From an optimization exercise on the open Yosys and OpenROAD flow, aimed at small area, a short achievable clock period and few clock cycles per item; shortcuts taken in it are not production practice. RTL that was checked went through simulation tests only; none was proved equivalent to the original. No functional check of the RTL was part of runs 1, 2 and 6. Power and IR drop assume default switching activity.

### flow/config.mk
export PLATFORM = sky130hd
export DESIGN_NAME = three_fan_duty_ramp_unit
export DESIGN_NICKNAME = three_fan_duty_ramp_unit
export VERILOG_FILES = /design/flow/design.v
export SDC_FILE = /design/flow/constraint.sdc
export NUM_CORES = 4
export LEC_CHECK = 0
export CAP_MARGIN = 20
export CORE_MARGIN = 2
export CORE_UTILIZATION = 40
export PLACE_DENSITY = 0.6
export SETUP_SLACK_MARGIN = 4.0
export SLEW_MARGIN = 20
### flow/constraint.sdc
create_clock -name core_clock -period 7.5 [get_ports {clk}]
set_input_delay 1.5000 -clock core_clock [delete_from_list [all_inputs] [get_ports {clk}]]
set_output_delay 1.5000 -clock core_clock [all_outputs]
set_load 0.01 [all_outputs]
### flow/design.v
package tfdr_pkg;
  localparam logic [1:0] CMD_SET     = 2'd0;
  localparam logic [1:0] CMD_RESTART = 2'd1;
  localparam logic [1:0] CMD_TICK    = 2'd2;
  localparam logic [1:0]  FAN_LIMIT   = 2'd3;
  localparam logic [15:0] PASSTHROUGH = 16'hFFFF;
  localparam logic [8:0]  FAN0_RESET  = 9'h020;
  localparam logic [16:0] ELAPSED_MAX = 17'h1FFFF;
  localparam logic [2:0] PH_IDLE = 3'd0;   
  localparam logic [2:0] PH_MOD1 = 3'd1;   
  localparam logic [2:0] PH_MOD2 = 3'd2;   
  localparam logic [2:0] PH_INIT = 3'd3;   
  localparam logic [2:0] PH_STEP = 3'd4;   
  localparam logic [2:0] PH_FIN  = 3'd5;   
endpackage
module tfdr_divider (
  input  logic [15:0] rem,
  input  logic [15:0] mrem,
  input  logic        mbit,
  input  logic [16:0] ela,
  input  logic [18:0] ed1,
  input  logic [18:0] ed2,
  input  logic [15:0] dur,
  output logic [1:0]  qd,
  output logic [15:0] rem_n,
  output logic        abit,
  output logic [15:0] mrem_n
);
  logic [18:0] base;
  logic [18:0] c0;
  logic [18:0] c1;
  logic [18:0] s0;
  logic [18:0] s1;
  logic [18:0] s2;
  assign base = {2'b0, rem, 1'b0};
  assign c0   = mbit ? {2'b0, ela} : 19'd0;
  assign c1   = mbit ? ed1 : ~{3'b0, dur};
  assign s0   = base + c0;
  assign s1   = base + c1 + {18'd0, !mbit};
  assign s2   = base + ed2;
  always_comb begin
    if (mbit && !s2[18]) begin
      qd    = 2'd2;
      rem_n = s2[15:0];
    end else if (!s1[18]) begin
      qd    = 2'd1;
      rem_n = s1[15:0];
    end else begin
      qd    = 2'd0;
      rem_n = s0[15:0];
    end
  end
  logic [16:0] x;
  logic [17:0] xd;
  assign x      = {mrem, ~mbit};
  assign xd     = {1'b0, x} - {2'b0, dur};
  assign abit   = xd[17];
  assign mrem_n = abit ? x[15:0] : xd[15:0];
endmodule
module three_fan_duty_ramp_unit (
  input  logic        clk,
  input  logic        rst,
  input  logic        cfg_we,
  input  logic [15:0] cfg_data,
  input  logic        s_tvalid,
  output logic        s_tready,
  input  logic [15:0] s_tdata,    
  input  logic [3:0]  s_tuser,    
  output logic        m_tvalid,
  input  logic        m_tready,
  output logic [31:0] m_tdata,    
  output logic [1:0]  m_tuser     
);
  logic [15:0] dur;
  logic [16:0] elapsed;
  logic [8:0]  t0, p0;
  logic [7:0]  t1, p1;
  logic        t1x, p1x;
  logic [8:0]  t2, p2;
  logic        t2x, p2x;
  logic [9:0]  fy0, fy2;
  logic [8:0]  fy1;
  logic [16:0] fe [3];
  logic [8:0]  fa [3];
  logic [15:0] fm [3];
  logic        fs [3];
  logic [2:0]  phase;
  logic [3:0]  cnt;
  logic        first;
  logic [1:0]  efan;
  logic [2:0]  dirty;
  logic        bg;      
  logic        spass;   
  logic [15:0] er;      
  logic [15:0] em;      
  logic [8:0]  eb;      
  logic [8:0]  eq;      
  logic        esg;     
  logic [10:0] tsel;    
  logic [10:0] psel;    
  logic [18:0] ed1;     
  logic [18:0] ed2;     
  logic        pend;
  logic [1:0] cmd;
  logic [1:0] fan_in;
  logic       acc;
  logic       tick_acc;
  logic       rst_acc;
  logic       set_acc;
  logic       out_free;
  logic       tick_go;
  logic       clean;
  assign cmd      = s_tuser[1:0];
  assign fan_in   = s_tuser[3:2];
  assign s_tready = ((phase == tfdr_pkg::PH_IDLE) || bg) && !pend;
  assign acc      = s_tvalid && s_tready;
  assign tick_acc = acc && (cmd == tfdr_pkg::CMD_TICK);
  assign rst_acc  = acc && (cmd == tfdr_pkg::CMD_RESTART);
  assign set_acc  = acc && (cmd == tfdr_pkg::CMD_SET) && (fan_in != tfdr_pkg::FAN_LIMIT);
  assign out_free = !m_tvalid || m_tready;
  assign clean    = (phase == tfdr_pkg::PH_IDLE) && (dirty == 3'b000);
  assign tick_go  = (tick_acc || pend) && out_free && clean;
  logic [10:0] tv [3];
  logic [10:0] pv [3];
  assign tv[0] = {2'b00, t0};
  assign tv[1] = t1x ? 11'h7FF : {3'b000, t1};
  assign tv[2] = t2x ? 11'h7FF : {2'b00, t2};
  assign pv[0] = {2'b00, p0};
  assign pv[1] = p1x ? 11'h7FF : {3'b000, p1};
  assign pv[2] = p2x ? 11'h7FF : {2'b00, p2};
  always_ff @(posedge clk) begin
    if (rst) begin
      dur <= '0;
    end else if (cfg_we) begin
      dur <= cfg_data;
    end
  end
  always_ff @(posedge clk) begin
    if (rst) begin
      elapsed <= '0;
    end else if (rst_acc) begin
      elapsed <= '0;
    end else if (tick_go && elapsed != tfdr_pkg::ELAPSED_MAX) begin
      elapsed <= elapsed + 1'b1;
    end
  end
  always_ff @(posedge clk) begin
    ed1 <= {2'b00, elapsed} - {3'b000, dur};
    ed2 <= {2'b00, elapsed} - {2'b00, dur, 1'b0};
  end
  logic        tk_c  [3];
  logic [16:0] tk_e  [3];
  logic [9:0]  tk_a  [3];
  logic [9:0]  tk_y  [3];
  logic [9:0]  fy_w  [3];
  assign fy_w[0] = fy0;
  assign fy_w[1] = {1'b0, fy1};
  assign fy_w[2] = fy2;
  for (genvar f = 0; f < 3; f++) begin : g_tick
    assign tk_c[f]  = !fe[f][16];
    assign tk_e[f]  = fe[f] + {1'b1, ~fm[f]} + (tk_c[f] ? 17'd0 : {1'b0, dur});
    assign tk_a[f]  = {10{fs[f]}} ^ {1'b0, fa[f]};
    assign tk_y[f]  = fy_w[f] + tk_a[f] + {9'd0, fs[f] ^ tk_c[f]};
  end
  logic        last;
  logic        mbit;
  logic [1:0]  qd;
  logic [15:0] er_n;
  logic        abit;
  logic [15:0] em_n;
  logic [8:0]  eq_n;
  logic        step_en;
  logic [10:0] sel_t;
  logic [10:0] sel_p;
  logic [10:0] dif_a;
  logic [10:0] dif_b;
  logic        mag_neg;
  logic [8:0]  mag;
  assign last  = (cnt == 4'd0);
  assign mbit  = first ? 1'b1 : eb[8];
  assign sel_t   = tv[efan];
  assign sel_p   = pv[efan];
  assign dif_a   = tsel - psel;
  assign dif_b   = psel - tsel;
  assign mag_neg = dif_a[10];
  assign mag     = mag_neg ? dif_b[8:0] : dif_a[8:0];
  tfdr_divider u_div (
    .rem    (er),
    .mrem   (em),
    .mbit   (mbit),
    .ela    (elapsed),
    .ed1    (ed1),
    .ed2    (ed2),
    .dur    (dur),
    .qd     (qd),
    .rem_n  (er_n),
    .abit   (abit),
    .mrem_n (em_n)
  );
  assign step_en = first ? mag[8] : 1'b1;
  assign eq_n    = {eq[7:0], 1'b0} + {7'd0, qd};
  logic [12:0] mod_z;
  logic [8:0]  mod_r;
  logic [11:0] mod_c [4];
  assign mod_z = {er[15:10], 6'd0} - {5'd0, er[15:10], 2'd0} + {7'd0, er[15:10]} + {3'd0, er[9:0]};
  for (genvar k = 0; k < 4; k++) begin : g_modc
    logic [11:0] off;
    always_comb begin
      case (er[12:10])
        3'd0:    off = 12'(0   - 321 * k);
        3'd1:    off = 12'(61  - 321 * k);
        3'd2:    off = 12'(122 - 321 * k);
        3'd3:    off = 12'(183 - 321 * k);
        default: off = 12'(244 - 321 * k);
      endcase
    end
    assign mod_c[k] = {2'b00, er[9:0]} + off;
  end
  always_comb begin
    if (!mod_c[3][11])      mod_r = mod_c[3][8:0];
    else if (!mod_c[2][11]) mod_r = mod_c[2][8:0];
    else if (!mod_c[1][11]) mod_r = mod_c[1][8:0];
    else                    mod_r = mod_c[0][8:0];
  end
  logic [10:0] new_t;
  always_comb begin
    if (efan == 2'd1) begin
      new_t = spass ? 11'h7FF : {3'b000, er[7:0]};
    end else if (efan == 2'd2 && spass) begin
      new_t = 11'h7FF;
    end else begin
      new_t = {2'b00, mod_r};
    end
  end
  logic [9:0]  fin_y;
  logic [16:0] fin_e;
  assign fin_y = psel[9:0] + (esg ? -{1'b0, eq} : {1'b0, eq});
  assign fin_e = {1'b0, er} + {1'b1, ~em};
  logic [1:0] pick;
  always_comb begin
    if (dirty[0])      pick = 2'd0;
    else if (dirty[1]) pick = 2'd1;
    else               pick = 2'd2;
  end
  always_ff @(posedge clk) begin
    if (rst) begin
      phase <= tfdr_pkg::PH_IDLE;
      dirty <= 3'b000;
      bg    <= 1'b0;
    end else begin
      if (set_acc) begin
        phase <= (fan_in == 2'd1) ? tfdr_pkg::PH_MOD2 : tfdr_pkg::PH_MOD1;
        bg    <= 1'b0;
      end else if (rst_acc && bg) begin
        phase <= tfdr_pkg::PH_IDLE;
        bg    <= 1'b0;
      end else begin
        case (phase)
          tfdr_pkg::PH_IDLE: begin
            if (dirty != 3'b000) begin
              phase <= tfdr_pkg::PH_INIT;
              bg    <= 1'b1;
            end
          end
          tfdr_pkg::PH_MOD1: begin
            phase <= tfdr_pkg::PH_MOD2;
          end
          tfdr_pkg::PH_MOD2, tfdr_pkg::PH_INIT: begin
            phase <= cfg_we ? tfdr_pkg::PH_IDLE : tfdr_pkg::PH_STEP;
          end
          tfdr_pkg::PH_STEP: begin
            if (cfg_we) begin
              phase <= tfdr_pkg::PH_IDLE;
            end else if (last) begin
              phase <= tfdr_pkg::PH_FIN;
            end
          end
          default: begin
            phase <= tfdr_pkg::PH_IDLE;
            bg    <= 1'b0;
          end
        endcase
        if (cfg_we) begin
          bg <= 1'b0;
        end
      end
      if (phase == tfdr_pkg::PH_FIN && !rst_acc) begin
        dirty[efan] <= 1'b0;
      end
      if (cfg_we) begin
        dirty <= 3'b111;
      end
    end
  end
  always_ff @(posedge clk) begin
    if (set_acc) begin
      efan  <= fan_in;
      spass <= (s_tdata == tfdr_pkg::PASSTHROUGH);
    end else if (phase == tfdr_pkg::PH_IDLE) begin
      efan <= pick;
    end
  end
  always_ff @(posedge clk) begin
    case (phase)
      tfdr_pkg::PH_MOD1: begin
        er <= {3'b000, mod_z};
      end
      tfdr_pkg::PH_MOD2, tfdr_pkg::PH_INIT: begin
        tsel  <= (phase == tfdr_pkg::PH_MOD2) ? new_t : sel_t;
        psel  <= (phase == tfdr_pkg::PH_MOD2) ? sel_t : sel_p;
        er    <= '0;
        em    <= dur - 1'b1;
        eq    <= '0;
        cnt   <= 4'd8;
        first <= 1'b1;
      end
      tfdr_pkg::PH_STEP: begin
        if (step_en) begin
          er <= er_n;
          em <= em_n;
          eq <= eq_n;
        end
        if (first) begin
          eb  <= {mag[7:0], abit & mag[8]};
          esg <= mag_neg;
        end else begin
          eb  <= {eb[7:0], abit};
        end
        first <= 1'b0;
        cnt   <= cnt - 1'b1;
      end
      default: begin end
    endcase
    if (set_acc) begin
      er <= s_tdata;
    end
  end
  logic wr_t;
  assign wr_t = (phase == tfdr_pkg::PH_MOD2);
  always_ff @(posedge clk) begin
    if (rst) begin
      t0 <= tfdr_pkg::FAN0_RESET;
      p0 <= tfdr_pkg::FAN0_RESET;
    end else if (wr_t && efan == 2'd0) begin
      p0 <= t0;
      t0 <= mod_r;
    end
  end
  always_ff @(posedge clk) begin
    if (rst) begin
      t1  <= '0;
      t1x <= 1'b1;
      p1  <= '0;
      p1x <= 1'b1;
    end else if (wr_t && efan == 2'd1) begin
      p1  <= t1;
      p1x <= t1x;
      t1  <= er[7:0];
      t1x <= spass;
    end
  end
  always_ff @(posedge clk) begin
    if (rst) begin
      t2  <= '0;
      t2x <= 1'b1;
      p2  <= '0;
      p2x <= 1'b1;
    end else if (wr_t && efan == 2'd2) begin
      p2  <= t2;
      p2x <= t2x;
      t2  <= mod_r;
      t2x <= spass;
    end
  end
  logic eng_wr [3];
  for (genvar f = 0; f < 3; f++) begin : g_state
    assign eng_wr[f] = (phase == tfdr_pkg::PH_FIN) && (efan == 2'(f)) && !rst_acc;
    always_ff @(posedge clk) begin
      if (eng_wr[f]) begin
        fe[f] <= fin_e;
        fa[f] <= eb;
        fm[f] <= em;
        fs[f] <= esg;
      end else if (rst_acc) begin
        fe[f] <= {1'b1, ~fm[f]};
      end else if (tick_go) begin
        fe[f] <= tk_e[f];
      end
    end
  end
  always_ff @(posedge clk) begin
    if (eng_wr[0]) begin
      fy0 <= fin_y;
    end else if (rst_acc) begin
      fy0 <= pv[0][9:0];
    end else if (tick_go) begin
      fy0 <= tk_y[0];
    end
  end
  always_ff @(posedge clk) begin
    if (eng_wr[1]) begin
      fy1 <= fin_y[8:0];
    end else if (rst_acc) begin
      fy1 <= pv[1][8:0];
    end else if (tick_go) begin
      fy1 <= tk_y[1][8:0];
    end
  end
  always_ff @(posedge clk) begin
    if (eng_wr[2]) begin
      fy2 <= fin_y;
    end else if (rst_acc) begin
      fy2 <= pv[2][9:0];
    end else if (tick_go) begin
      fy2 <= tk_y[2];
    end
  end
  logic       bypass;
  logic [9:0] ramp [3];
  assign bypass = (dur == 16'd0) || (elapsed >= {1'b0, dur});
  for (genvar f = 0; f < 3; f++) begin : g_ramp
    assign ramp[f] = bypass ? tv[f][9:0] : tk_y[f];
  end
  always_ff @(posedge clk) begin
    if (rst) begin
      m_tvalid <= 1'b0;
      pend     <= 1'b0;
    end else begin
      if (tick_go) begin
        m_tvalid <= 1'b1;
      end else if (m_tready) begin
        m_tvalid <= 1'b0;
      end
      if (tick_acc && !tick_go) begin
        pend <= 1'b1;
      end else if (tick_go) begin
        pend <= 1'b0;
      end
    end
  end
  logic [28:0] data_r;
  always_ff @(posedge clk) begin
    if (tick_go) begin
      data_r  <= {t2x ? 10'd0 : ramp[2], t1x ? 9'd0 : ramp[1][8:0], ramp[0]};
      m_tuser <= {t2x, t1x};
    end
  end
  assign m_tdata = {3'b000, data_r};
endmodule
### flow/flow/run.sh
#!/bin/bash
# Standard layout, except that the port buffers are sky130_fd_sc_hd__buf_4
# instead of the delay buffer buffer_ports picks on its own. Every input and
# output port still gets its buffer. The whole make output goes to
# standard.log in the work folder (ORFS keeps its per-step logs under orfs/).
set -euo pipefail
export BUFFER_PORTS_ARGS="-buffer_cell sky130_fd_sc_hd__buf_4"
bash standard.sh > standard.log 2>&1
### flow/standard.sh
#!/bin/bash
# synth_recipe.tcl (not shown) runs the flow's synth.tcl, then flattens the netlist and writes it again
# the make line also repeats each setting of config.mk as NAME=value (left out here)
make -C /OpenROAD-flow-scripts/flow DESIGN_CONFIG=/design/flow/config.mk WORK_HOME=/design/flow/orfs CLKGATE_MAP_FILE= SYNTH_SCRIPT=/design/flow/synth_recipe.tcl "${@:-finish}"
==> results of run 1 <==
-- sequential cells by signal, summed over array words and instances, names as in the netlist, 10 cells and up --
register / cells
em: 16
fm: 48
ed2: 18
fa: 27
fy0: 10
ed1: 18
psel: 10
er: 16
dur: 16
fe: 51
elapsed: 17
fy2: 10
tsel: 10
data_r: 29
-- power groups by stage --
stage / combinational, uW / clock [uW] / sequential (uW)
6_report: 8500 / 2350 / 3090
5_1_grt: 9170 / 2480 / 3110
4_1_cts: 7630 / 2380 / 3080
3_5_place_dp: 6890 / 0 / 3280
3_3_place_gp: 6870 / 0 / 3280
2_1_floorplan: 5150 / 0 / 3010
-- cells in the final DEF (no fill, tap or decap), types with 14 or more instances in the layout --
| cell type | netlist | routed |
|---|---|---|
| nor2_1 | 313 | 306 |
| nand2_1 | 289 | 282 |
| edfxtp_1 | 268 | 268 |
| a21oi_1 | 274 | 251 |
| ha_1 | 256 | 221 |
| inv_1 | 207 | 201 |
| o21ai_0 | 216 | 188 |
| buf_4 | 5 | 179 |
| xnor2_1 | 149 | 140 |
| dfxtp_1 | 134 | 122 |
| xor2_1 | 104 | 101 |
| nor3_1 | 76 | 73 |
| fa_1 | 76 | 66 |
| and2_1 | 68 | 64 |
| a21o_1 | 57 | 57 |
| clkbuf_16 | 0 | 53 |
| nand2b_1 | 50 | 48 |
| a211oi_1 | 63 | 46 |
| mux2i_1 | 46 | 43 |
| or3_1 | 41 | 41 |
| nor2b_1 | 43 | 37 |
| o211ai_1 | 35 | 35 |
| nand3_1 | 34 | 34 |
| and3_1 | 32 | 32 |
| o21ai_1 | 21 | 31 |
| o21a_1 | 27 | 27 |
| a31oi_1 | 34 | 26 |
| a21oi_2 | 1 | 22 |
| ha_2 | 0 | 21 |
| o31ai_1 | 20 | 16 |
| buf_6 | 4 | 16 |
| o21ai_2 | 0 | 15 |
| a211oi_2 | 2 | 15 |
| clkinv_2 | 0 | 14 |
| ha_4 | 0 | 14 |
-- critical path: stages, from the launching register on --
cell      delay [ns]
edfxtp_1        0.50
buf_4           0.17
buf_6           0.22
inv_1           0.16
fa_1            0.55
inv_1           0.04
ha_1            0.34
a21oi_2         0.20
a31oi_4         0.05
a21o_1          0.18
a21oi_2         0.16
o21ai_1         0.09
xnor2_1         0.22
nor3_1          0.08
a221o_1         0.27
-- cells by family (layout without fill, tap and decap cells) --
group | Yosys count | in the layout | synth area share (%)
AND/OR/NAND/NOR | 1002 | 1004 | 15.5
AO/OA/AOI/OAI | 895 | 896 | 18.8
flip-flops | 402 | 402 | 35.8
buffers and inverters | 353 | 516 | 4.62
adder cells (fa/ha/maj) | 333 | 333 | 15.8
XOR/XNOR | 254 | 254 | 7.44
multiplexers | 60 | 60 | 2.06
other | 1 | 3 | 0.0125
-- what timing repair did --
item                                    CTS  global route
hold endpoints to repair                  0             0
resized for setup                       130           183
gates cloned                              3             4
endpoints found under the setup margin  182           250
setup buffers                            58            44
pin swaps                                38           107
-- per-stage QoR --
stage,cell area (um^2),utilization [%]
6_report,35300,47.5
5_1_grt,35300,47.5
4_1_cts,34100,45.9
3_5_place_dp,31500,42.4
3_3_place_gp,31500,42.4
2_1_floorplan,30100,-
-- worst min path at each step --
stage               startpoint  endpoint  slack (ns)  cells after the start
global placement         p1[3]     p1[3]        0.46                      2
finish                   p1[4]     p1[4]        0.47                      2
detailed placement       p0[7]     p0[7]        0.46                      2
global route             p2[6]     p2[6]        0.50                      2
CTS                      p0[7]     p0[7]        0.47                      2
floorplan           elapsed[0]    ed2[0]        0.40                      0
-- metal layers --
layer / GRT usage (%) / up-vias / routed length (um)
met4: 8.00 / 0 / 3970
li1: - / 12000 / -
met5: 0 / - / 0
met2: 39.8 / 932 / 44100
met3: 2.94 / 221 / 6650
met1: 34.4 / 12300 / 43000
-- cell type report --
cell class,instances,share of cell area (%)
multi-input combinational,2550,54.3
sequential,402,30.4
timing repair buffer,207,4.96
clock buffer,68,3.97
tap,969,3.43
inverter,216,2.38
clock inverter,22,0.464
timing repair inverter,3,0.0814
==> metrics.csv, run 1 <==
metric,value,unit
status,timing/DRC/antenna clean,
ys_top_cells_by_area,"edfxtp_1 27%, ha_1 11%, dfxtp_1 8.9%",
ys_warn_count,16,
num_vias,25500,
post-route-drc-count,0,
p_sw_share,45.2,%
wire_per_inst,22.0,um
synth-edff-count,268,
routed_via_density,5.74,
wirelength,97700,um
setup_viol,0,
start_kind,register,
syn_to_final_growth,17.8,%
net-switching-power,6300,uW
dp_cells,4238,
fillers,7105,
grtUsageTotal,24.7,%
clk_pin_slew,0.06,ns
synth.distinct_cells,93,
hold_class,register to register,
die_w,278,um
nNetsFinal,3801,
core.rowCount,100,
power.leakage,0.0144,uW
htree_num_levels,2,
fin_worst_skew,0.0202,ns
whs,0.472,ns
comb_power_share,60.9,%
max_freq,0.287,GHz
coreArea,74300,um^2
syn-cell-area,30000,um^2
worstRegToRegCells,14,
cts_tree,built,
fin_crit,3.49,ns
cts_buffers,48,
max-clock-path-buffers,3,
cts-root-buf,clkbuf_16,
crit_arrival,3.84,ns
finalNonFillerCells,4437,
port_buffers,73,
clock_sinks,402,
ant_nets,0,
die_area,77200,um^2
pwr-share-clk,16.9,%
hpwl,68800,um
syn_inst,3300,
boundaryPins,77,
ctsHoldBuffers,0,
crit_type,register to register,
tightest_slew,1.11,ns
die_h,278,um
maxSlewHeadroom,26.1,%
r2r_end,er[12],
antenna_found_initial,1,
clk_latency,0.60,ns
rsz0062_at_grt,yes,
overflow,0,
multi_input_area,19200,um^2
critPathRequiredTime,7.85,ns
avgSynthCellArea,9.09,um^2
cp_max_fo,10,
synthTopCellsByCount,"313 x nor2_1, 289 x nand2_1, 274 x a21oi_1",
yosysSeqAreaShare,35.8,%
p_total,13900,uW
grt_max_degree,84,
tns,0,ns
regToRegStartpoint,er[7],
maxCapViolations,0,
gp_congestion,0.910,
fin_crit_sh,46.5,%
p_per_area,395,nW/um^2
grt_first_pass_wirelength,148000,um
cp-endpoint,er[12],
diodes,0,
start_util,40.4,%
power_frac_seq,22.2,%
synth_top_cell_area_share,26.8,%
seqCellArea,10800,um^2
synthArstFlopShare,0,%
yosysMostFrequentCell,nor2_1,
yosys.area.top_type,edfxtp_1,
finalMaxSlewViolations,0,
ff2ff_setup_slack,4.01,ns
first_iter_violations,2422,
place_ws,2.76,ns
synth_seq_cells,402,
p_int,7640,uW
cp-startpoint,er[7],
hold_violations,0,
layout_setup_ws,4.01,ns
cp-end-kind,register,
grt_pass1_vias,24400,
ir_drop,257,uV
synth-main-ff-cell,edfxtp_1,
drive_above_1_share,15.3,%
drt_pre_antenna_iters,5,
==> run 2, diff against run 1 <==
--- a/flow/design.v
+++ b/flow/design.v
@@ -87,6 +87,7 @@
   logic [2:0]  phase;
   logic [3:0]  cnt;
   logic        first;
+  logic        mbit;    
   logic [1:0]  efan;
   logic [2:0]  dirty;
   logic        bg;      
@@ -163,7 +164,6 @@
     assign tk_y[f]  = fy_w[f] + tk_a[f] + {9'd0, fs[f] ^ tk_c[f]};
   end
   logic        last;
-  logic        mbit;
   logic [1:0]  qd;
   logic [15:0] er_n;
   logic        abit;
@@ -177,7 +177,6 @@
   logic        mag_neg;
   logic [8:0]  mag;
   assign last  = (cnt == 4'd0);
-  assign mbit  = first ? 1'b1 : eb[8];
   assign sel_t   = tv[efan];
   assign sel_p   = pv[efan];
   assign dif_a   = tsel - psel;
@@ -226,8 +225,8 @@
   always_comb begin
     if (efan == 2'd1) begin
       new_t = spass ? 11'h7FF : {3'b000, er[7:0]};
-    end else if (efan == 2'd2 && spass) begin
-      new_t = 11'h7FF;
+    end else if (spass) begin
+      new_t = (efan == 2'd2) ? 11'h7FF : 11'd51;
     end else begin
       new_t = {2'b00, mod_r};
     end
@@ -249,7 +248,8 @@
       bg    <= 1'b0;
     end else begin
       if (set_acc) begin
-        phase <= (fan_in == 2'd1) ? tfdr_pkg::PH_MOD2 : tfdr_pkg::PH_MOD1;
+        phase <= (fan_in == 2'd1 || s_tdata == tfdr_pkg::PASSTHROUGH) ?
+                 tfdr_pkg::PH_MOD2 : tfdr_pkg::PH_MOD1;
         bg    <= 1'b0;
       end else if (rst_acc && bg) begin
         phase <= tfdr_pkg::PH_IDLE;
@@ -313,6 +313,7 @@
         eq    <= '0;
         cnt   <= 4'd8;
         first <= 1'b1;
+        mbit  <= 1'b1;
       end
       tfdr_pkg::PH_STEP: begin
         if (step_en) begin
@@ -321,10 +322,12 @@
           eq <= eq_n;
         end
         if (first) begin
-          eb  <= {mag[7:0], abit & mag[8]};
-          esg <= mag_neg;
+          eb   <= {mag[7:0], abit & mag[8]};
+          esg  <= mag_neg;
+          mbit <= mag[7];
         end else begin
-          eb  <= {eb[7:0], abit};
+          eb   <= {eb[7:0], abit};
+          mbit <= eb[7];
         end
         first <= 1'b0;
         cnt   <= cnt - 1'b1;
@@ -343,7 +346,7 @@
       p0 <= tfdr_pkg::FAN0_RESET;
     end else if (wr_t && efan == 2'd0) begin
       p0 <= t0;
-      t0 <= mod_r;
+      t0 <= new_t[8:0];
     end
   end
   always_ff @(posedge clk) begin
@@ -368,7 +371,7 @@
     end else if (wr_t && efan == 2'd2) begin
       p2  <= t2;
       p2x <= t2x;
-      t2  <= mod_r;
+      t2  <= new_t[8:0];
       t2x <= spass;
     end
   end
==> flow/run.sh (new file) <==
#!/bin/bash
# synth_recipe.tcl (not shown) runs the flow's synth.tcl, then flattens the netlist and writes it again
# the make line also repeats each setting of config.mk as NAME=value (left out here)
make -C /OpenROAD-flow-scripts/flow DESIGN_CONFIG=/design/flow/config.mk WORK_HOME=/design/flow/orfs CLKGATE_MAP_FILE= SYNTH_SCRIPT=/design/flow/synth_recipe.tcl finish
--- a/flow/config.mk
+++ b/flow/config.mk
@@ -7,7 +7,7 @@
 export LEC_CHECK = 0
 export CAP_MARGIN = 20
 export CORE_MARGIN = 2
-export CORE_UTILIZATION = 40
-export PLACE_DENSITY = 0.6
+export CORE_UTILIZATION = 60
+export PLACE_DENSITY = 0.72
 export SETUP_SLACK_MARGIN = 4.0
 export SLEW_MARGIN = 20
removed: flow/flow/run.sh
removed: flow/standard.sh
==> run 2 against run 1 <==
Still clean on timing, DRC and antenna. Clock power increased by 3%. Design area increased by 0.93%. Sequential share of layout area decreased by 0.20 points. Wire length increased by 0.26%. Cell count decreased by 5.1%. Die area decreased by 32%. Non-clock buffer count increased by 41. Via count increased by 5.7%. Setup slack got worse by 0.13 ns. Largest cell class unchanged.
==> metrics.csv, run 2 <==
metric,value,unit,change
ant_nets,0,,unchanged
finalNonFillerCells,4209,,-5.1%
syn_inst,3334,,+1.0%
synth_seq_cells,403,,+0.25%
dp_cells,3976,,-6.2%
fin_crit_sh,48.2,%,+1.7 points
grtUsageTotal,36.4,%,+12 points
mostFrequentLayoutCells,"280 x nand2_1, 277 x nor2_1, 269 x edfxtp_1",,
boundaryPins,77,,unchanged
cts_tree,built,,
port_buffers,73,,unchanged
clk_latency,0.61,ns,about the same
syn_to_final_growth,18.0,%,
setup_viol,0,,unchanged
ir_drop,418,uV,+63%
layout_setup_ws,3.89,ns,-0.126 ns
htree_num_levels,2,,unchanged
hold_class,register to register,,
grt_pass1_vias,25900,,+6.3%
critPathRequiredTime,7.86,ns,about the same
yosysSeqAreaShare,35.6,%,-0.17 points
synth-main-ff-cell,edfxtp_1,,
worstRegToRegCells,13,,-1
largest-register,fe,,
fillers,3745,,-47%
crit_type,register to register,,
tns,0,ns,unchanged
grt_first_pass_wirelength,148000,um,+0.19%
ys_top_cells_by_area,"edfxtp_1 27%, ha_1 11%, dfxtp_1 8.9%",,
start_kind,register,,
hpwl,68400,um,-0.70%
coreArea,50000,um^2,-33%
overflow,0,,unchanged
largestRegisters,"fe: 51 flops, fm: 48 flops, data_r: 29 flops",,
clk_pin_slew,0.07,ns,about the same
maxCapViolations,0,,unchanged
final_common_cell,nand2_1,,
die_area,52200,um^2,-32%
place_area,31500,um^2,about the same
routed_via_density,6.40,,+11%
clock_sinks,403,,+0.25%
regToRegStartpoint,fe[1][16],,
fin_worst_skew,0.0268,ns,+0.00653 ns
ff2ff_setup_slack,3.89,ns,-0.13 ns
diodes,0,,unchanged
cts-root-buf,clkbuf_16,,
wire_per_inst,23.3,um,+5.7%
max-clock-path-buffers,3,,unchanged
start_util,60.5,%,+20 points
fin_util,71.4,%,+24 points
wirelength,97900,um,+0.26%
r2r_end,fe[1][16],,
max_freq,0.277,GHz,-3.5%
grt_max_degree,104,,+24%
die_h,228,um,-18%
cp-startpoint,fe[1][16],,
hold_depth,0,,-2
first_iter_violations,3518,,+45%
core.rowCount,82,,-18%
post-route-drc-count,0,,unchanged
rsz0062_at_grt,yes,,
finalMaxSlewViolations,0,,unchanged
largest_reg_flops,51,,unchanged
gp_congestion,0.982,,+7.8%
final_area,35700,um^2,+0.93%
nNetsFinal,3877,,+2.0%
cp-end-kind,register,,
synthArstFlopShare,0,%,unchanged
ys_warn_count,16,,unchanged
drive_above_1_share,14.5,%,-0.81 points
fin_crit,3.61,ns,+0.126 ns
synth.distinct_cells,101,,+8.6%
crit_arrival,3.97,ns,+0.13 ns
drt_pre_antenna_iters,6,,+1
synthTopCellsByCount,"287 x nand2_1, 284 x nor2_1, 272 x a21oi_1",,
tightest_slew,1.09,ns,-0.0180 ns
syn-cell-area,30200,um^2,+0.75%
ctsHoldBuffers,0,,unchanged
avgSynthCellArea,9.07,um^2,-0.28%
cp-endpoint,fe[1][16],,
synth_top_cell_area_share,26.7,%,-0.10 points
p_per_area,394,nW/um^2,-0.23%
status,timing/DRC/antenna clean,,
power.leakage,0.0148,uW,+2.9%
cp_max_fo,12,,+2
antenna_found_initial,1,,unchanged
yosysMostFrequentCell,nand2_1,,
maxSlewHeadroom,27.2,%,+1.1 points
num_vias,26900,,+5.7%
die_w,228,um,-18%
yosys.area.top_type,edfxtp_1,,
synth-edff-count,269,,+0.37%
cts_buffers,45,,-6.3%
hold_violations,0,,unchanged
place_ws,2.48,ns,-0.281 ns
run 2: worst max-delay path, cell delays in order, from the launching register on:
cell	delay (ns)
edfxtp_1	0.54
buf_6	0.19
buf_6	0.14
and2_1	0.17
fa_1	0.50
ha_4	0.30
o21ai_1	0.09
o21ai_1	0.20
a31oi_2	0.14
o21ai_2	0.24
a2111oi_4	0.12
buf_4	0.15
o31a_1	0.28
o32a_1	0.32
run 2: cells by family after synthesis:
logic type                 share of synthesized area (%)
AOI/OAI and AO/OA                                   19.7
xor gates and xnor gates                            6.98
adders and majority gates                           15.8
buffers and inverters                               4.60
DFF                                                 35.6
muxes                                               1.80
other                                             0.0124
and+or+nand+nor                                     15.5
run 2: metrics by stage:
stage	hold WS (ns)	total power [uW]
2_1_floorplan	0.400	7960
3_3_place_gp	0.455	9780
3_5_place_dp	0.459	9930
4_1_cts	0.468	13000
5_1_grt	0.439	14800
6_report	0.439	14000
run 2: how the worst min path moves through the flow:
| stage | to | startpoint | slack [ns] |
|---|---|---|---|
| 2_1_floorplan | ed2[0] | elapsed[0] | 0.40 |
| 3_3_place_gp | p1[7] | p1[7] | 0.45 |
| 3_5_place_dp | p1[7] | p1[7] | 0.46 |
| 4_1_cts | p1[7] | p1[7] | 0.47 |
| 5_1_grt | ed2[0] | elapsed[0] | 0.44 |
| 6_report | ed2[0] | elapsed[0] | 0.44 |
run 2: repair_timing:
action / 4_1_cts / 5_1_grt
gates cloned: 7 / 3
endpoints found under the setup margin: 308 / 194
gates resized for setup: 160 / 167
pin swaps: 60 / 96
setup buffers: 88 / 51
run 2: final cells by class:
cell class	count	area (um^2)	share of cell area, %
inverter	225	878	2.46
timing repair inverter	1	7.51	0.0210
clock buffer	55	1230	3.44
tap	672	841	2.36
sequential	403	10800	30.2
timing repair buffer	248	2350	6.60
clock inverter	29	382	1.07
multi-input combinational	2576	19200	53.8
run 2: power breakdown:
group	internal, uW	switching, uW
clock	1400	1010
combinational	3550	5030
sequential	2780	273
total	7730	6320
run 2: per-layer routing:
metal / vias to the layer above / global-route usage (%) / wire length (um)
li1: 12300 / - / -
met1: 13000 / 49.6 / 40000
met2: 1439 / 57.5 / 43600
met3: 271 / 7.24 / 9910
met4: 0 / 13.6 / 4380
met5: - / 0 / 0
==> run 3, diff against run 2 <==
--- a/flow/design.v
+++ b/flow/design.v
@@ -120,7 +120,12 @@
   assign set_acc  = acc && (cmd == tfdr_pkg::CMD_SET) && (fan_in != tfdr_pkg::FAN_LIMIT);
   assign out_free = !m_tvalid || m_tready;
   assign clean    = (phase == tfdr_pkg::PH_IDLE) && (dirty == 3'b000);
-  assign tick_go  = (tick_acc || pend) && out_free && clean;
+  logic go_new;
+  logic go_old;
+  assign go_new   = clean && !pend;
+  assign go_old   = clean && pend;
+  assign tick_go  = ((s_tvalid && cmd == tfdr_pkg::CMD_TICK && go_new) || go_old) &&
+                    (m_tready || !m_tvalid);
   logic [10:0] tv [3];
   logic [10:0] pv [3];
   assign tv[0] = {2'b00, t0};
@@ -377,43 +382,47 @@
   end
   logic eng_wr [3];
   for (genvar f = 0; f < 3; f++) begin : g_state
-    assign eng_wr[f] = (phase == tfdr_pkg::PH_FIN) && (efan == 2'(f)) && !rst_acc;
+    assign eng_wr[f] = (phase == tfdr_pkg::PH_FIN) && (efan == 2'(f));
     always_ff @(posedge clk) begin
       if (eng_wr[f]) begin
-        fe[f] <= fin_e;
         fa[f] <= eb;
         fm[f] <= em;
         fs[f] <= esg;
-      end else if (rst_acc) begin
+      end
+    end
+    always_ff @(posedge clk) begin
+      if (rst_acc) begin
         fe[f] <= {1'b1, ~fm[f]};
+      end else if (eng_wr[f]) begin
+        fe[f] <= fin_e;
       end else if (tick_go) begin
         fe[f] <= tk_e[f];
       end
     end
   end
   always_ff @(posedge clk) begin
-    if (eng_wr[0]) begin
-      fy0 <= fin_y;
-    end else if (rst_acc) begin
+    if (rst_acc) begin
       fy0 <= pv[0][9:0];
+    end else if (eng_wr[0]) begin
+      fy0 <= fin_y;
     end else if (tick_go) begin
       fy0 <= tk_y[0];
     end
   end
   always_ff @(posedge clk) begin
-    if (eng_wr[1]) begin
-      fy1 <= fin_y[8:0];
-    end else if (rst_acc) begin
+    if (rst_acc) begin
       fy1 <= pv[1][8:0];
+    end else if (eng_wr[1]) begin
+      fy1 <= fin_y[8:0];
     end else if (tick_go) begin
       fy1 <= tk_y[1][8:0];
     end
   end
   always_ff @(posedge clk) begin
-    if (eng_wr[2]) begin
-      fy2 <= fin_y;
-    end else if (rst_acc) begin
+    if (rst_acc) begin
       fy2 <= pv[2][9:0];
+    end else if (eng_wr[2]) begin
+      fy2 <= fin_y;
     end else if (tick_go) begin
       fy2 <= tk_y[2];
     end
==> flow/flow/run.sh (new file) <==
#!/bin/bash
# Standard layout, except that the port buffers are sky130_fd_sc_hd__buf_4
# instead of the delay buffer buffer_ports picks on its own. Every input and
# output port still gets its buffer. The whole make output goes to
# standard.log in the work folder (ORFS keeps its per-step logs under orfs/).
set -euo pipefail
export BUFFER_PORTS_ARGS="-buffer_cell sky130_fd_sc_hd__buf_4"
bash standard.sh > standard.log 2>&1
==> flow/standard.sh (new file) <==
#!/bin/bash
# synth_recipe.tcl (not shown) runs the flow's synth.tcl, then flattens the netlist and writes it again
# the make line also repeats each setting of config.mk as NAME=value (left out here)
make -C /OpenROAD-flow-scripts/flow DESIGN_CONFIG=/design/flow/config.mk WORK_HOME=/design/flow/orfs CLKGATE_MAP_FILE= SYNTH_SCRIPT=/design/flow/synth_recipe.tcl "${@:-finish}"
--- a/flow/config.mk
+++ b/flow/config.mk
@@ -9,5 +9,5 @@
 export CORE_MARGIN = 2
 export CORE_UTILIZATION = 60
 export PLACE_DENSITY = 0.72
-export SETUP_SLACK_MARGIN = 4.0
+export SETUP_SLACK_MARGIN = 4.3
 export SLEW_MARGIN = 20
removed: flow/run.sh
==> run 3 against run 2 <==
Via count rose by 2.8%. Power up 15%. Sequential power increased by 4%. Design area is 5.0% higher. Clock skew is essentially flat. Worst hold slack gained 0.033 ns. Clock-buffer cell count increased by 7. First-iteration DRC count decreased by 1.8%. Critical path type unchanged.
==> metrics.csv, run 3 <==
metric,value,unit,change
p_per_area,432,nW/um^2,+9.8%
comb_power_share,66.3,%,+5.2 points
crit_type,register to register,,
num_vias,27700,,+2.8%
first_iter_violations,3456,,-1.8%
whs,0.471,ns,+0.0328 ns
clock_sinks,403,,unchanged
status,timing/DRC/antenna clean,,
cts_tree,built,,
worstRegToRegCells,13,,unchanged
die_area,51800,um^2,-0.80%
r2r_end,er[15],,
post-route-drc-count,0,,unchanged
avgSynthCellArea,9.13,um^2,+0.66%
core.rowCount,81,,-1.2%
max-clock-path-buffers,3,,unchanged
cp-startpoint,er[0],,
largestRegisters,"fe: 51 flops, fm: 48 flops, data_r: 29 flops",,
synth_top_cell_area_share,26.5,%,-0.18 points
coreArea,49200,um^2,-1.6%
syn_inst,3285,,-1.5%
synthArstFlopShare,0,%,unchanged
die_h,228,um,-0.40%
boundaryPins,77,,unchanged
ff2ff_setup_slack,4.12,ns,+0.23 ns
gp_congestion,0.953,,-2.9%
max_freq,0.296,GHz,+6.8%
grt_first_pass_wirelength,150000,um,+1.4%
maxCapViolations,0,,unchanged
crit_arrival,3.72,ns,-0.25 ns
maxSlewHeadroom,24.1,%,-3.0 points
htree_num_levels,2,,unchanged
net-switching-power,7280,uW,+15%
diodes,0,,unchanged
antenna_found_initial,3,,+2
cp-end-kind,register,,
ys_warn_count,16,,unchanged
finalMaxSlewViolations,0,,unchanged
die_w,228,um,-0.40%
critPathRequiredTime,7.84,ns,-0.02 ns
p_sw_share,45.0,%,about the same
overflow,0,,unchanged
wirelength,105000,um,+7.4%
pwr-share-clk,14.2,%,-2.9 points
grt_pass1_vias,25900,,-0.21%
hold_class,register to register,,
regToRegStartpoint,er[0],,
synth.distinct_cells,92,,-8.9%
routed_via_density,6.52,,+1.8%
mostFrequentLayoutCells,"281 x nand2_1, 278 x buf_4, 265 x edfxtp_1",,
ctsHoldBuffers,0,,unchanged
ys_top_cells_by_area,"edfxtp_1 27%, ha_1 11%, dfxtp_1 9.2%",,
syn-cell-area,30000,um^2,-0.82%
tightest_slew,1.14,ns,+0.0453 ns
fin_worst_skew,0.0267,ns,-0.000107 ns
synth_seq_cells,403,,unchanged
nNetsFinal,3924,,+1.2%
grtUsageTotal,38.2,%,+1.8 points
fillers,3242,,-13%
cts-root-buf,clkbuf_16,,
multi_input_area,20400,um^2,+6.1%
power_frac_seq,19.5,%,-2.2 points
clk_pin_slew,0.06,ns,about the same
start_kind,register,,
setup_viol,0,,unchanged
start_util,61.0,%,+0.50 points
fin_crit,3.38,ns,-0.230 ns
syn_to_final_growth,24.9,%,
power.leakage,0.0154,uW,+4.2%
yosysMostFrequentCell,nand2_1,,
cts_buffers,46,,+2.2%
cp_max_fo,4,,-8
ir_drop,420,uV,+0.37%
ant_nets,0,,unchanged
wire_per_inst,24.8,um,+6.4%
p_int,8910,uW,+15%
rsz0062_at_grt,yes,,
drive_above_1_share,24.3,%,+9.8 points
yosys.area.top_type,edfxtp_1,,
synthTopCellsByCount,"296 x nand2_1, 283 x nor2_1, 267 x a21oi_1",,
final_common_cell,nand2_1,,
tns,0,ns,unchanged
drt_pre_antenna_iters,8,,+2
yosysSeqAreaShare,35.7,%,+0.16 points
fin_crit_sh,45.1,%,-3.1 points
synth-main-ff-cell,edfxtp_1,,
hold_violations,0,,unchanged
port_buffers,73,,unchanged
hpwl,68300,um,about the same
largest_reg_flops,51,,unchanged
seqCellArea,10800,um^2,unchanged
largest-register,fe,,
cp-endpoint,er[15],,
clk_latency,0.61,ns,about the same
synth-edff-count,265,,-1.5%
grt_max_degree,66,,-37%
run 3: changes by cell type after synthesis, moves of 13 or more:
cell      previous run  this run
a211oi_1            42        63
a21o_1              61        48
a31oi_1             15        37
inv_1              222       243
mux2i_1             42        67
nand3_1             73        59
nor3_1              67        81
o211ai_1            47        25
o21ai_0            267       209
or3_1               34        21
xnor2_1            138       155
run 3: cell type report:
| cell class | count | area share, % |
|---|---|---|
| Multi-Input combinational cell | 2513 | 54.4 |
| Sequential cell | 403 | 28.8 |
| Timing Repair Buffer | 336 | 7.97 |
| Clock buffer | 62 | 3.42 |
| Inverter | 247 | 2.61 |
| Tap cell | 664 | 2.22 |
| Clock inverter | 23 | 0.605 |
run 3: metrics by stage:
| step | util (%) | area [um^2] | std cells | power [uW] | setup slack, ns |
|---|---|---|---|---|---|
| after global placement | 63.2 | 31100 | 3911 | 10300 | 3.29 |
| final | 76.2 | 37500 | 4248 | 16200 | 4.12 |
| after floorplan | - | 30100 | 3287 | 8410 | 4.28 |
| after global routing | 76.2 | 37500 | 4248 | 16900 | 4.00 |
| after CTS | 71.5 | 35200 | 4137 | 14200 | 4.18 |
| after detailed placement | 63.2 | 31100 | 3911 | 10400 | 3.16 |
run 3: kinds of logic (layout without fill, tap and decap cells):
logic type,count (synthesis),after routing,share of synthesized area (%)
mux,82,82,2.81
compound gates,873,881,18.4
other cells,1,3,0.0125
fa+ha+maj,336,336,15.9
flops,403,403,35.7
buf+inv,379,668,4.93
simple gates,956,956,14.7
xor+xnor,255,255,7.45
run 3: power groups by stage:
| stage | Combinational [uW] | Clock, uW | Sequential [uW] |
|---|---|---|---|
| floorplan | 5350 | 0 | 3060 |
| global placement | 6900 | 0 | 3380 |
| detailed placement | 7020 | 0 | 3390 |
| CTS | 8800 | 2290 | 3140 |
| global route | 11300 | 2370 | 3170 |
| finish | 10700 | 2290 | 3160 |
run 3: repair_timing:
action | CTS | global route
setup endpoints to repair | 286 | 246
resized for setup | 316 | 323
gates cloned | 9 | 9
setup buffers | 132 | 102
pin swaps | 102 | 204
run 3: metal layers:
layer,GRT usage (%),vias up,wire length [um]
met5,0,-,13
met4,16.2,2,5900
met3,8.53,403,11700
met2,60.2,1659,46800
met1,50.7,13400,40800
li1,-,12200,-
run 3: worst min-delay path by stage:
stage               start      to  slack (ns)  cells after the start
2_1_floorplan  elapsed[0]  ed2[0]        0.43                      0
3_3_place_gp        p1[2]   p1[2]        0.46                      2
3_5_place_dp   elapsed[0]  ed2[0]        0.46                      0
4_1_cts        elapsed[0]  ed2[0]        0.42                      0
5_1_grt             p1[2]   p1[2]        0.49                      2
6_report            p1[4]   p1[4]        0.47                      2
run 3: worst max-delay path: stages (launching register included):
cell and delay, ns:
edfxtp_1 0.55, buf_4 0.21, buf_4 0.16, ha_2 0.20, fa_2 0.38, a211oi_2 0.28, o21ai_1 0.14, a31oi_2 0.31
o211a_1 0.24, o31ai_2 0.09, xnor2_1 0.16, mux2i_1 0.08, mux2i_1 0.23, o21ai_1 0.10
Testbench counts of run 3, summed over its fixed seeds: cycles 8,734, items 2,684.
==> run 4, diff against run 3 <==
--- a/flow/config.mk
+++ b/flow/config.mk
@@ -9,5 +9,5 @@
 export CORE_MARGIN = 2
 export CORE_UTILIZATION = 60
 export PLACE_DENSITY = 0.72
-export SETUP_SLACK_MARGIN = 4.3
+export SETUP_SLACK_MARGIN = 4.0
 export SLEW_MARGIN = 20
==> run 4 against run 3 <==
Largest power group unchanged. Utilization down 6.1 points. Clock power hardly changed. Sequential cell count unchanged. Still clean.
==> metrics.csv, run 4 <==
metric,value,unit,change
avgSynthCellArea,9.13,um^2,unchanged
grt_max_degree,79,,+20%
clock_sinks,403,,unchanged
fin_crit,3.58,ns,+0.194 ns
port_buffers,73,,unchanged
ff2ff_setup_slack,3.92,ns,-0.19 ns
critPathRequiredTime,7.84,ns,about the same
clk_latency,0.62,ns,about the same
ys_warn_count,16,,unchanged
wire_per_inst,24.0,um,-3.3%
cts_buffers,46,,unchanged
largestRegisters,"fe: 51 flops, fm: 48 flops, data_r: 29 flops",,
die_w,228,um,unchanged
fin_worst_skew,0.0298,ns,+0.00310 ns
synthArstFlopShare,0,%,unchanged
setup_viol,0,,unchanged
comb_power_share,61.2,%,-5.1 points
cts-root-buf,clkbuf_16,,
num_vias,26500,,-4.4%
largest_reg_flops,51,,unchanged
gp_congestion,0.987,,+3.6%
rsz0062_at_grt,yes,,
hold_class,register to register,,
cp_max_fo,24,,+20
first_iter_violations,3185,,-7.8%
crit_type,register to register,,
synth_seq_cells,403,,unchanged
hold_violations,0,,unchanged
seqCellArea,10800,um^2,-0.30%
synth-edff-count,265,,unchanged
max-clock-path-buffers,3,,unchanged
mostFrequentLayoutCells,"294 x nand2_1, 276 x nor2_1, 265 x edfxtp_1",,
cp_slowest_cell,edfxtp_1,,
cp-end-kind,register,,
grt_pass1_vias,25200,,-2.5%
yosysSeqAreaShare,35.7,%,unchanged
maxSlewHeadroom,26.0,%,+1.9 points
synth-main-ff-cell,edfxtp_1,,
nNetsFinal,3797,,-3.2%
largest-register,fe,,
boundaryPins,77,,unchanged
synthTopCellsByCount,"296 x nand2_1, 283 x nor2_1, 267 x a21oi_1",,
coreArea,49200,um^2,unchanged
p_per_area,410,nW/um^2,-5.2%
path_cells,buf_4 -> bufbuf_16 -> nand2_1 -> o21ai_0 -> ha_1 -> or3_1 -> o21ai_0 -> a21oi_2 -> buf_4 -> a211oi_2 -> a21oi_1 -> xnor2_1 -> mux2i_1 -> a21oi_2 -> o22ai_1,,
cts_tree,built,,
pwr-share-clk,16.3,%,+2.1 points
multi_input_area,18700,um^2,-8.4%
dp_cells,3917,,+0.15%
grtUsageTotal,37.3,%,-0.84 points
synth.distinct_cells,92,,unchanged
slowest_delay,0.46,ns,-0.09 ns
syn_inst,3285,,unchanged
core.rowCount,81,,unchanged
ant_nets,0,,unchanged
maxCapViolations,0,,unchanged
net-switching-power,6430,uW,-12%
wirelength,98800,um,-6.1%
die_h,228,um,unchanged
drt_pre_antenna_iters,6,,-2
power.leakage,0.0145,uW,-6.3%
p_int,7700,uW,-14%
die_area,51800,um^2,unchanged
crit_arrival,3.91,ns,+0.19 ns
overflow,0,,unchanged
ir_drop,339,uV,-19%
fillers,3782,,+17%
p_sw_share,45.5,%,+0.54 points
start_util,61.0,%,unchanged
synth_top_cell_area_share,26.5,%,unchanged
drive_above_1_share,14.2,%,-10 points
syn_to_final_growth,14.9,%,
yosys.area.top_type,edfxtp_1,,
grt_first_pass_wirelength,146000,um,-2.7%
power_frac_seq,22.5,%,+3.0 points
post-route-drc-count,0,,unchanged
routed_via_density,6.42,,-1.5%
finalMaxSlewViolations,0,,unchanged
clk_pin_slew,0.06,ns,about the same
htree_num_levels,2,,unchanged
fin_crit_sh,47.7,%,+2.6 points
final_common_cell,nand2_1,,
start_kind,register,,
tns,0,ns,unchanged
yosysMostFrequentCell,nand2_1,,
finalNonFillerCells,4124,,-2.9%
tightest_slew,1.11,ns,-0.0287 ns
max_freq,0.280,GHz,-5.4%
status,timing/DRC/antenna clean,,
antenna_found_initial,3,,unchanged
hpwl,68300,um,about the same
ys_top_cells_by_area,"edfxtp_1 27%, ha_1 11%, dfxtp_1 9.2%",,
syn-cell-area,30000,um^2,unchanged
==> run 4: worst paths after layout <==
check / startpoint / endpoint / cells past startpoint
worst min-delay path: fy0[9] / fy0[9] / 2
worst min register to register: fy0[9] / fy0[9] / 2
worst max register to register: mbit / er[12] / 15
worst max-delay path: mbit / er[12] / 15
==> run 4: critical path, delay by kind of cell (launching register included) <==
kind | cells | cell delay [ns]
xor+xnor | 1 | 0.24
flops | 1 | 0.46
simple gates | 2 | 0.41
fa+ha+maj | 1 | 0.30
mux | 1 | 0.14
buf+inv | 3 | 0.64
compound gates | 7 | 1.11
==> run 4: metrics by stage <==
stage / hold slack (ns) / setup WS [ns] / utilization [%] / total power, uW / cell area (um^2)
2_1_floorplan: 0.425 / 3.84 / - / 8370 / 30000
3_3_place_gp: 0.455 / 2.92 / 63.1 / 10300 / 31000
3_5_place_dp: 0.463 / 2.79 / 63.2 / 10500 / 31000
4_1_cts: 0.472 / 3.96 / 67.8 / 13200 / 33300
5_1_grt: 0.495 / 3.86 / 70.1 / 14900 / 34400
6_report: 0.474 / 3.92 / 70.1 / 14100 / 34500
==> run 4: cells by family after synthesis <==
group                      count (synthesis)  synth area share, %
adders and majority gates                336                 15.9
and+or+nand+nor                          956                 14.7
AOI/OAI and AO/OA                        873                 18.4
buffers and inverters                    379                 4.93
DFF                                      403                 35.7
muxes                                     82                 2.81
xor gates and xnor gates                 255                 7.45
other                                      1               0.0125
==> run 4: layer usage <==
metal / vias to the layer above / part of all wire (%) / routed length [um] / GRT usage (%)
met5: - / 0.015 / 15 / 0
met4: 2 / 4.9 / 4800 / 17.2
met3: 302 / 11 / 10700 / 6.45
met2: 1472 / 45 / 44000 / 57.9
met1: 12700 / 40 / 39300 / 51.1
li1: 12000 / - / - / -
==> run 4: power by group through the flow <==
stage / Combinational (uW) / Sequential (uW) / Clock (uW)
global placement: 6940 / 3340 / 0
CTS: 7720 / 3180 / 2310
detailed placement: 7100 / 3350 / 0
floorplan: 5310 / 3060 / 0
global route: 9280 / 3190 / 2390
finish: 8640 / 3180 / 2300
==> run 4: timing repair <==
item	4_1_cts	5_1_grt
setup buffers	48	65
cloned	3	3
resized for setup	90	133
hold buffers	0	0
pin swaps	15	57
endpoints found under the setup margin	224	194
==> run 4: final cells by class <==
type / count / share of cell area (%)
multi-input combinational: 2508 / 54.1
sequential: 403 / 31.2
timing repair buffer: 214 / 5.07
clock buffer: 71 / 3.90
inverter: 247 / 2.75
tap: 664 / 2.41
clock inverter: 14 / 0.490
antenna: 3 / 0.0218
==> run 5, diff against run 4 <==
--- a/flow/config.mk
+++ b/flow/config.mk
@@ -7,7 +7,7 @@
 export LEC_CHECK = 0
 export CAP_MARGIN = 20
 export CORE_MARGIN = 2
-export CORE_UTILIZATION = 60
-export PLACE_DENSITY = 0.72
+export CORE_UTILIZATION = 40
+export PLACE_DENSITY = 0.6
 export SETUP_SLACK_MARGIN = 4.0
 export SLEW_MARGIN = 20
==> run 5 against run 4 <==
Via count shrank 3.9%. Sequential share of layout area shrank 0.27 points. Combinational power shrank 2%. Wire length shrank 0.31%. Critical path type unchanged. Largest power group unchanged.
==> metrics.csv, run 5 <==
metric,value,unit,change
status,timing/DRC/antenna clean,,
largest-register,fe,,
fin_crit,3.53,ns,-0.0520 ns
cp_max_fo,7,,-71%
hold_class,register to register,,
synth-main-ff-cell,edfxtp_1,,
ys_top_cells_by_area,"edfxtp_1 27%, ha_1 11%, dfxtp_1 9.2%",,
first_iter_violations,2509,,-21%
multi_input_area,18500,um^2,-0.76%
hold_violations,0,,unchanged
cp-end-kind,register,,
mostFrequentLayoutCells,"292 x nand2_1, 277 x nor2_1, 265 x edfxtp_1",,
rsz0062_at_grt,yes,,
clock_sinks,403,,unchanged
grt_max_degree,81,,+2.5%
grt_pass1_vias,23900,,-5.2%
dp_cells,4226,,+7.9%
core.rowCount,100,,+23%
wire_per_inst,22.3,um,-7.1%
synth-simple-area-share,14.7,%,unchanged
clk_pin_slew,0.06,ns,about the same
ant_nets,0,,unchanged
nNetsFinal,3793,,-0.11%
hold_depth,0,,-2
fin_util,46.8,%,-23 points
place_area,31400,um^2,+1.3%
p_per_area,403,nW/um^2,-1.8%
synth_seq_cells,403,,unchanged
yosysMostFrequentCell,nand2_1,,
fin_crit_sh,47.0,%,-0.69 points
port_buffers,73,,unchanged
yosysSeqAreaShare,35.7,%,unchanged
cts-root-buf,clkbuf_16,,
num_vias,25400,,-3.9%
max-clock-path-buffers,3,,unchanged
largestRegisters,"fe: 51 flops, fm: 48 flops, data_r: 29 flops",,
tightest_slew,1.15,ns,+0.0450 ns
drive_above_1_share,13.5,%,-0.71 points
synthArstFlopShare,0,%,unchanged
seqCellArea,10800,um^2,+0.13%
cp_slowest_cell,edfxtp_1,,
overflow,0,,unchanged
finalMaxSlewViolations,0,,unchanged
final_area,34800,um^2,+1.0%
antenna_found_initial,3,,unchanged
avgSynthCellArea,9.13,um^2,unchanged
wirelength,98500,um,-0.31%
syn_to_final_growth,16.1,%,
max_freq,0.284,GHz,+1.5%
routed_via_density,5.75,,-10%
boundaryPins,77,,unchanged
ir_drop,271,uV,-20%
cts_buffers,48,,+4.3%
grt_first_pass_wirelength,145000,um,-0.22%
synth.distinct_cells,92,,unchanged
maxSlewHeadroom,23.2,%,-2.8 points
drt_pre_antenna_iters,6,,unchanged
path_cells,buf_6 -> buf_12 -> nor2_2 -> a21o_1 -> ha_4 -> a211oi_2 -> nor2_2 -> o41a_1 -> a41o_1 -> buf_4 -> o41ai_4 -> xor2_2 -> mux2i_1 -> mux2i_1 -> o21ai_1,,
crit_arrival,3.86,ns,-0.05 ns
yosys.area.top_type,edfxtp_1,,
gp_congestion,0.947,,-4.1%
synth-edff-count,265,,unchanged
setup_viol,0,,unchanged
fillers,7148,,+89%
die_area,77200,um^2,+49%
finalNonFillerCells,4423,,+7.3%
die_w,278,um,+22%
synth_xor_area_share,7.45,%,unchanged
die_h,278,um,+22%
synth.area.mux_share,2.81,%,unchanged
synth_top_family_by_area,compound AO/OA/AOI/OAI gates,,
largest_reg_flops,51,,unchanged
p_total,14000,uW,-0.77%
cts_tree,built,,
clk_latency,0.60,ns,-0.02 ns
crit_type,register to register,,
final_common_cell,nand2_1,,
htree_num_levels,2,,unchanged
start_util,40.3,%,-21 points
post-route-drc-count,0,,unchanged
ctsHoldBuffers,0,,unchanged
start_kind,register,,
ff2ff_setup_slack,3.97,ns,+0.05 ns
tns,0,ns,unchanged
slowest_delay,0.38,ns,-0.08 ns
worstRegToRegCells,15,,unchanged
hpwl,69100,um,+1.1%
ys_warn_count,16,,unchanged
synth_top_cell_area_share,26.5,%,unchanged
synth_fa_ha_area_share,15.9,%,unchanged
fin_worst_skew,0.0258,ns,-0.00398 ns
power.leakage,0.0145,uW,+0.18%
syn-cell-area,30000,um^2,unchanged
grtUsageTotal,24.6,%,-13 points
synthTopCellsByCount,"296 x nand2_1, 283 x nor2_1, 267 x a21oi_1",,
critPathRequiredTime,7.84,ns,about the same
coreArea,74300,um^2,+51%
maxCapViolations,0,,unchanged
synth_compound_area_share,18.4,%,unchanged
syn_inst,3285,,unchanged
-- run 5: path summary, 6_finish.rpt --
check | startpoint | end
setup / recovery | mbit | er[15]
hold / removal | elapsed[0] | ed2[0]
setup reg to reg | mbit | er[15]
hold reg to reg | elapsed[0] | ed2[0]
-- run 5: cell families (layout without fill, tap and decap cells) --
group / count (synthesis) / after routing
AOI/OAI and AO/OA: 873 / 876
muxes: 82 / 82
buffers and inverters: 379 / 542
DFF: 403 / 403
and+or+nand+nor: 956 / 956
adders and majority gates: 336 / 336
xor gates and xnor gates: 255 / 255
other: 1 / 4
-- run 5: power breakdown --
part           switching, uW  internal, uW
logic                   4940          3520
registers                344          2820
clock network           1000          1400
-- run 5: layer usage --
| metal | part of all wire (%) | track usage [%] | routed length (um) |
|---|---|---|---|
| met1 | 43 | 34.3 | 42400 |
| met2 | 45 | 39.6 | 44600 |
| met3 | 8.6 | 3.46 | 8500 |
| met4 | 3.0 | 7.18 | 2970 |
| met5 | 0 | 0 | 0 |
-- run 5: layout make-up --
type,instances,share of cell area [%]
diodes,1,0.00719
clock buffers,68,3.99
clock inverters,19,0.561
inverters,247,2.72
multi-input cells,2508,53.2
flip-flops and latches,403,30.9
well taps,969,3.48
repair buffers,208,5.11
-- run 5: through the flow --
| step | worst slack, ns | hold WS (ns) |
|---|---|---|
| global placement | 3.21 | 0.455 |
| global route | 3.89 | 0.444 |
| CTS | 3.94 | 0.450 |
| detailed placement | 3.12 | 0.459 |
| finish | 3.97 | 0.441 |
| floorplan | 3.84 | 0.425 |
-- run 5: repair_timing --
item / in CTS / in global routing
setup buffers: 54 / 46
cloned: 6 / 3
endpoints found under the setup margin: 210 / 153
endpoints found under the hold margin: 0 / 0
pin swaps: 17 / 52
resized for setup: 85 / 134
-- run 5: worst max-delay path, delay by kind of cell (launching register included) --
family | cells | cell delay (ns)
muxes | 2 | 0.36
buffers and inverters | 3 | 0.46
AOI/OAI and AO/OA | 6 | 1.42
adders and majority gates | 1 | 0.23
and+or+nand+nor | 2 | 0.18
xor gates and xnor gates | 1 | 0.23
DFF | 1 | 0.38
==> run 6, diff against run 5 <==
--- a/flow/design.v
+++ b/flow/design.v
@@ -452,7 +452,7 @@
   end
   logic [28:0] data_r;
   always_ff @(posedge clk) begin
-    if (tick_go) begin
+    if (out_free) begin
       data_r  <= {t2x ? 10'd0 : ramp[2], t1x ? 9'd0 : ramp[1][8:0], ramp[0]};
       m_tuser <= {t2x, t1x};
     end
==> run 6 against run 5 <==
Still clean on timing, DRC and antenna. Non-clock buffer count is 4 lower. Via count grew 3.2%. Fmax hardly changed. Synthesized area up 2.3%. Critical endpoint is now er[2]. Largest cell class unchanged.
==> metrics.csv, run 6 <==
metric,value,unit,change
ys_top_cells_by_area,"edfxtp_1 26%, ha_1 11%, dfxtp_1 9.0%",,
nNetsFinal,3873,,+2.1%
synthArstFlopShare,0,%,unchanged
syn_to_final_growth,16.1,%,about the same
slowest_delay,0.40,ns,+0.02 ns
maxSlewHeadroom,27.5,%,+4.3 points
tns,0,ns,unchanged
synth_xor_area_share,6.80,%,-0.65 points
port_buffers,73,,unchanged
max_freq,0.284,GHz,about the same
power_frac_seq,21.8,%,-0.8 points
fin_crit_sh,47.0,%,about the same
rsz0062_at_grt,yes,,
path_cells,buf_12 -> clkinvlp_4 -> buf_12 -> buf_6 -> mux2_4 -> ha_4 -> and3_4 -> a21oi_4 -> a32oi_4 -> a31oi_4 -> o21ai_4 -> mux2i_2 -> o21ai_1 -> a221o_1,,
start_kind,register,,
comb_power_share,61.5,%,+1.2 points
yosys.area.top_type,edfxtp_1,,
synth_seq_cells,403,,unchanged
synth.distinct_cells,101,,+9.8%
clk_latency,0.64,ns,+0.04 ns
ctsHoldBuffers,0,,unchanged
synth_top_family_by_area,compound AO/OA/AOI/OAI gates,,
overflow,0,,unchanged
synth_compound_area_share,18.4,%,about the same
critPathRequiredTime,7.88,ns,+0.04 ns
die_h,281,um,+1.1%
hold_class,register to register,,
post-route-drc-count,0,,unchanged
mostFrequentLayoutCells,"323 x nand2_1, 274 x nor2_1, 265 x edfxtp_1",,
crit_type,register to register,,
fin_util,46.9,%,+0.077 points
ir_drop,220,uV,-19%
cts_tree,built,,
num_vias,26300,,+3.2%
start_util,40.4,%,about the same
syn_inst,3368,,+2.5%
synth-main-ff-cell,edfxtp_1,,
ant_nets,0,,unchanged
final_common_cell,nand2_1,,
yosysMostFrequentCell,nand2_1,,
antenna_found_initial,2,,-1
wirelength,101000,um,+2.8%
grtUsageTotal,24.9,%,+0.31 points
status,timing/DRC/antenna clean,,
cts_buffers,49,,+2.1%
synth-simple-area-share,16.4,%,+1.8 points
avgSynthCellArea,9.11,um^2,-0.23%
first_iter_violations,2272,,-9.4%
synth_top_cell_area_share,25.9,%,-0.59 points
ff2ff_setup_slack,3.97,ns,about the same
routed_via_density,5.75,,about the same
crit_buf_inv,4,,+1
coreArea,75900,um^2,+2.2%
wire_per_inst,22.1,um,-0.52%
htree_num_levels,2,,unchanged
p_int,8070,uW,+4.4%
final_area,35600,um^2,+2.4%
critical-path-top-delay-family,compound AO/OA/AOI/OAI gates,,
cp_max_fo,7,,unchanged
p_total,14900,uW,+6.4%
cts-root-buf,clkbuf_16,,
crit_top_cell,buf_12,,
hold_violations,0,,unchanged
drt_pre_antenna_iters,5,,-1
core.rowCount,101,,+1.0%
yosysSeqAreaShare,35.0,%,-0.80 points
largest_reg_flops,51,,unchanged
clock_sinks,403,,unchanged
tightest_slew,1.08,ns,-0.0751 ns
drive_above_1_share,13.5,%,+0.019 points
ys_warn_count,16,,unchanged
net-switching-power,6840,uW,+8.9%
synthTopCellsByCount,"325 x nand2_1, 282 x nor2_1, 265 x edfxtp_1",,
pwr-share-clk,16.6,%,-0.5 points
grt_max_degree,74,,-8.6%
p_per_area,419,nW/um^2,+3.9%
cp_slowest_cell,edfxtp_1,,
finalMaxSlewViolations,0,,unchanged
grt_first_pass_wirelength,150000,um,+2.9%
clk_pin_slew,0.06,ns,about the same
crit_arrival,3.90,ns,+0.04 ns
largest-register,fe,,
power.leakage,0.0145,uW,+0.36%
place_area,32200,um^2,+2.3%
largestRegisters,"fe: 51 flops, fm: 48 flops, data_r: 29 flops",,
p_sw_share,45.9,%,+1.1 points
fin_crit,3.53,ns,+0.000400 ns
grt_pass1_vias,24700,,+3.1%
maxCapViolations,0,,unchanged
fin_worst_skew,0.0494,ns,+0.0237 ns
cp-end-kind,register,,
max-clock-path-buffers,3,,unchanged
hpwl,71900,um,+4.1%
syn-cell-area,30700,um^2,+2.3%
setup_viol,0,,unchanged
synth.area.mux_share,2.93,%,+0.12 points
synth-edff-count,265,,unchanged
die_area,78900,um^2,+2.3%
boundaryPins,77,,unchanged
synth_fa_ha_area_share,15.6,%,-0.36 points
gp_congestion,0.942,,-0.49%
die_w,281,um,+1.1%
[run 6: changes by cell type after synthesis, moves of 11 or more]
cell      previous run  this run
a31oi_1             37        48
nand2_1            296       325
and3_1              29        41
o31ai_1             11        22
nor3_1              81        96
a21oi_1            267       231
o21bai_1            25        11
xnor2_1            155       140
o211ai_1            25        38
[run 6: worst paths after layout]
path,start,to,cells after the start
worst min-delay path,p1[4],p1[4],2
worst max register to register,mbit,er[2],14
worst max-delay path,mbit,er[2],14
worst min register to register,p1[4],p1[4],2
[run 6: power by group through the flow]
stage	clock network, uW	logic (uW)	registers [uW]
3_5_place_dp	0	7660	3430
6_report	2480	9180	3260
3_3_place_gp	0	7640	3430
2_1_floorplan	0	5740	3140
5_1_grt	2610	9940	3280
4_1_cts	2520	8260	3270
[run 6: through the flow]
stage | std cells | worst slack [ns] | hold slack [ns]
2_1_floorplan | 3370 | 4.02 | 0.426
3_3_place_gp | 4369 | 2.84 | 0.458
6_report | 4569 | 3.97 | 0.472
4_1_cts | 4512 | 4.00 | 0.439
3_5_place_dp | 4369 | 2.76 | 0.462
5_1_grt | 4567 | 3.84 | 0.465
[run 6: kinds of logic after synthesis]
logic type	Yosys count
flops	403
compound gates	868
xor+xnor	238
buf+inv	369
mux	87
other cells	1
simple gates	1066
fa+ha+maj	336
[run 6: layer usage]
metal	track usage [%]	up-vias	wire, um
met1	34.0	12700	44200
met5	0	-	0
met3	3.12	186	6450
li1	-	12400	-
met4	7.68	0	3280
met2	41.0	954	47300
[run 6: timing repair]
action | in CTS | in global routing
resized for setup | 78 | 128
buffers inserted | 47 | 53
gates cloned | 4 | 2
pin swaps | 15 | 47
setup endpoints to repair | 166 | 138
[run 6: cell type report]
cell class                      instances  area [um^2]
Timing Repair inverter                  1         7.51
Inverter                              236          903
Multi-Input combinational cell       2601        19300
Antenna cell                            2         5.00
Sequential cell                       403        10800
Fill cell                            7284        40300
Timing Repair Buffer                  204         1700
Tap cell                             1030         1290
Clock buffer                           64         1390
Clock inverter                         28          288
[run 6: worst min-delay path, stage by stage, from the launching register on]
cell and delay [ns]:
dfxtp_1 0.32, nand2_1 0.05, a21oi_1 0.05

## what the ideal ports hide
The flow's constraints put no driver on any port. The routed layouts listed below were extracted and timed again, unchanged, in two steps. Step 1 (the two cells are an assumption about what drives the block):
set clk [get_ports {clk}]
set_driving_cell -lib_cell sky130_fd_sc_hd__clkbuf_16 $clk
set_driving_cell -lib_cell sky130_fd_sc_hd__buf_2 [delete_from_list [all_inputs] $clk]
Step 2 adds t to the input delays and takes it off the output delays; t is the mean of the earliest and latest rising clock arrival at the registers after step 1. Input paths then give back, and output paths get back, about the clock's delay inside the block. Three values: no drivers, after step 1, after step 2; two values: the first two.
run	t (ns)	setup slack, ns	worst slew at a driven data input, ns
run 1	0.653	4.013 / 4.013 / 3.526	0.04
run 2	0.659	3.887 / 3.887 / 3.584	0.04
run 3	0.653	4.117 / 4.117 / 3.772	0.06
run 4	0.664	3.923 / 3.923 / 3.427	0.05
run 5	0.646	3.975 / 3.975 / 3.597	0.04
run 6	0.681	3.974 / 3.974 / 3.510	0.05
After both steps every run listed still meets setup and hold. For run 4, which loses most, drivers alone change the setup slack by 0.000 ns; drivers and shift together by -0.496 ns.
